This design comes from an exercise in tuning for a short achievable clock period and few clock cycles on the open sky130 flow, not from production work.
Function was checked by simulation only, so behaviour that the tests miss may differ from the original.

## rev 12
==> flow/design.v (excerpt) <==
module cpu_core #(
    parameter cpu_pkg::word_t RESET_PC = '0
) (
    input  logic   clk,
    input  logic   arst_n,
    output cpu_pkg::word_t  imem_addr,         
    input  cpu_pkg::instr_t imem_rdata,
    output cpu_pkg::word_t  dmem_addr,
    output cpu_pkg::word_t  dmem_wdata,
    output logic   dmem_we,           
    output logic   dmem_re,           
    input  cpu_pkg::word_t  dmem_rdata
);
Settings: LEC_CHECK=0, CAP_MARGIN=20, CORE_MARGIN=2, CORE_UTILIZATION=40, SLEW_MARGIN=20; clock period 9.0 ns.
standard.sh (not shown) runs the stock make flow with config.mk's settings and CLKGATE_MAP_FILE= SYNTH_SCRIPT=/design/flow/synth_recipe.tcl, a recipe that flattens the netlist after the stock synthesis.
==> flow/flow/run.sh <==
#!/bin/bash
# Standard ORFS layout (the standard.sh: standard synthesis, floorplan,
# placement, CTS, routing, finish), with repair aiming further below the
# clock period and sized port buffers. All tool output is in make.log here
# and in ORFS's own logs under orfs/logs.
set -euo pipefail
bash standard.sh \
  SETUP_SLACK_MARGIN=6 \
  TNS_END_PERCENT=100 \
  MATCH_CELL_FOOTPRINT=0 \
  "BUFFER_PORTS_ARGS=-buffer_cell sky130_fd_sc_hd__buf_4" \
  finish > make.log 2>&1
The final layout from rev 12, which completed every stage, passed the timing, DRC and antenna checks at the end of the flow.
Testbench counts of rev 12, summed over its fixed seeds: cycles 10,525.
The following lists how rev 13 was set up differently from rev 12:
- an added GPL_ROUTABILITY_DRIVEN of 0
Findings:
Number of buffers inserted by post-CTS setup repair on rev 13 is down relative to rev 12.
Diff rev 12 -> rev 13: critical path depth in cells shows an increase of 1; worst slack at placement fell by 350 ps; clock latency of the later-clocked register in the worst-skew pair increased 20 ps.

---

== run a ==
Another version of the RTL of cpu_core (not shown whole).
For scale: about 3300 cells after synthesis, about 590 flip-flops, ~100 I/O pins.
Settings: LEC_CHECK=0, CAP_MARGIN=20, CORE_MARGIN=2, CORE_UTILIZATION=40, SLEW_MARGIN=20; clock period 9.0 ns.
==> flow/flow/run.sh <==
#!/bin/bash
# Standard ORFS layout (the standard.sh: standard synthesis, floorplan,
# placement, CTS, routing, finish), with repair aiming further below the
# clock period and sized port buffers. All tool output is in make.log here
# and in ORFS's own logs under orfs/logs.
set -euo pipefail
bash standard.sh \
  SETUP_SLACK_MARGIN=6.5 \
  TNS_END_PERCENT=100 \
  MATCH_CELL_FOOTPRINT=0 \
  "BUFFER_PORTS_ARGS=-buffer_cell sky130_fd_sc_hd__buf_4" \
  finish > make.log 2>&1
Testbench counts of run a, summed over its fixed seeds: cycles 10,525.
--- input diff run a..run b ---
--- a/flow/flow/run.sh
+++ b/flow/flow/run.sh
@@ -6,5 +6,5 @@
 set -euo pipefail
 bash standard.sh \
-  SETUP_SLACK_MARGIN=6.5 \
+  SETUP_SLACK_MARGIN=6 \
   TNS_END_PERCENT=100 \
   MATCH_CELL_FOOTPRINT=0 \
Vias: run b below run a. Critical path depth ended up 1 lower on run b than on run a. When run b is measured against run a, its met1 track utilization from global routing turns out 0.58 points lower. Relative to run a, the worst setup slack of run b is lower by 0.031 ns. Placer's final routability congestion estimate across run a and run b: no real change. In terms of clock slew seen by the registers of the worst setup and hold paths, run b and run a differ only marginally.

---

Setup of lane 1:
cpu_core again, from the RTL that the note above started with.
clock: 9.0 ns
lec_check: 0
cap_margin: 20
core_margin: 2
core_utilization: 40
slew_margin: 20
==> flow/flow/run.sh <==
#!/bin/bash
# Standard ORFS layout (the standard.sh: standard synthesis, floorplan,
# placement, CTS, routing, finish), with repair aiming further below the
# clock period and sized port buffers. All tool output is in make.log here
# and in ORFS's own logs under orfs/logs.
set -euo pipefail
bash standard.sh \
  SETUP_SLACK_MARGIN=7 \
  TNS_END_PERCENT=100 \
  MATCH_CELL_FOOTPRINT=0 \
  "BUFFER_PORTS_ARGS=-buffer_cell sky130_fd_sc_hd__buf_4" \
  finish > make.log 2>&1
Lane 1 reached the final stage; the timing, DRC and antenna checks on its layout passed.
Testbench counts of lane 1, summed over its fixed seeds: cycles 10,525.
What lane 2 does differently from lane 1 at the input level:
- setting PLACE_DENSITY to 0.7 for the first time
- changing CORE_UTILIZATION from 40 to 55
-- flow/flow/run.sh --
<<< lane 1, line 7
bash standard.sh \
  SETUP_SLACK_MARGIN=7 \
  TNS_END_PERCENT=100 \
>>> lane 2, line 7
bash standard.sh \
  SETUP_SLACK_MARGIN=6.5 \
  TNS_END_PERCENT=100 \
Results
Summary — layout overhead on the synthesized area, lane 2 relative to lane 1: lower, by 4.5 points. NOTE: worst stage delay on the critical path in lane 2 exceeds that of lane 1. Total overflow reported by the global router came out exactly the same in lane 1 and lane 2. Lane 2: global-route usage over all layers 10 points above lane 1. Lane 2 vs lane 1 — final design instance area without fill dropped 1400 um2. Diff lane 1 and lane 2: global placement routability congestion lower in lane 1.

==> static timing again, ports no longer ideal <==
No port has a modelled driver above. Below, the same layouts with a new extraction and two added sets of constraints.
Step 1 assumes that a clkbuf_16 drives the clock port and a buf_2 every other input.
Step 2 also shifts input and output timing later by t, the mid clock arrival at the registers, as if the neighbouring blocks saw the same clock.
Three values: ideal, step 1, step 2; two values: the first two.
| run | t, ns | setup slack, ns | hold slack, ns |
|---|---|---|---|
| rev 12 | 0.689 | 5.537 / 5.558 / 4.873 | 0.325 / 0.325 / 0.325 |
| rev 13 | 0.699 | 5.454 / 5.483 / 4.784 | 0.323 / 0.323 / 0.323 |
| run a | 0.696 | 5.671 / 5.701 / 5.012 | 0.317 / 0.317 / 0.317 |
| run b | 0.678 | 5.640 / 5.667 / 4.995 | 0.322 / 0.322 / 0.322 |
| lane 1 | 0.677 | 5.568 / 5.598 / 4.921 | 0.324 / 0.324 / 0.324 |
| lane 2 | 0.697 | 5.531 / 5.563 / 4.880 | 0.325 / 0.325 / 0.325 |
After both steps setup and hold are still met in every run listed. For rev 13, which loses most, drivers alone change the setup slack by +0.029 ns; drivers and shift together by -0.670 ns.
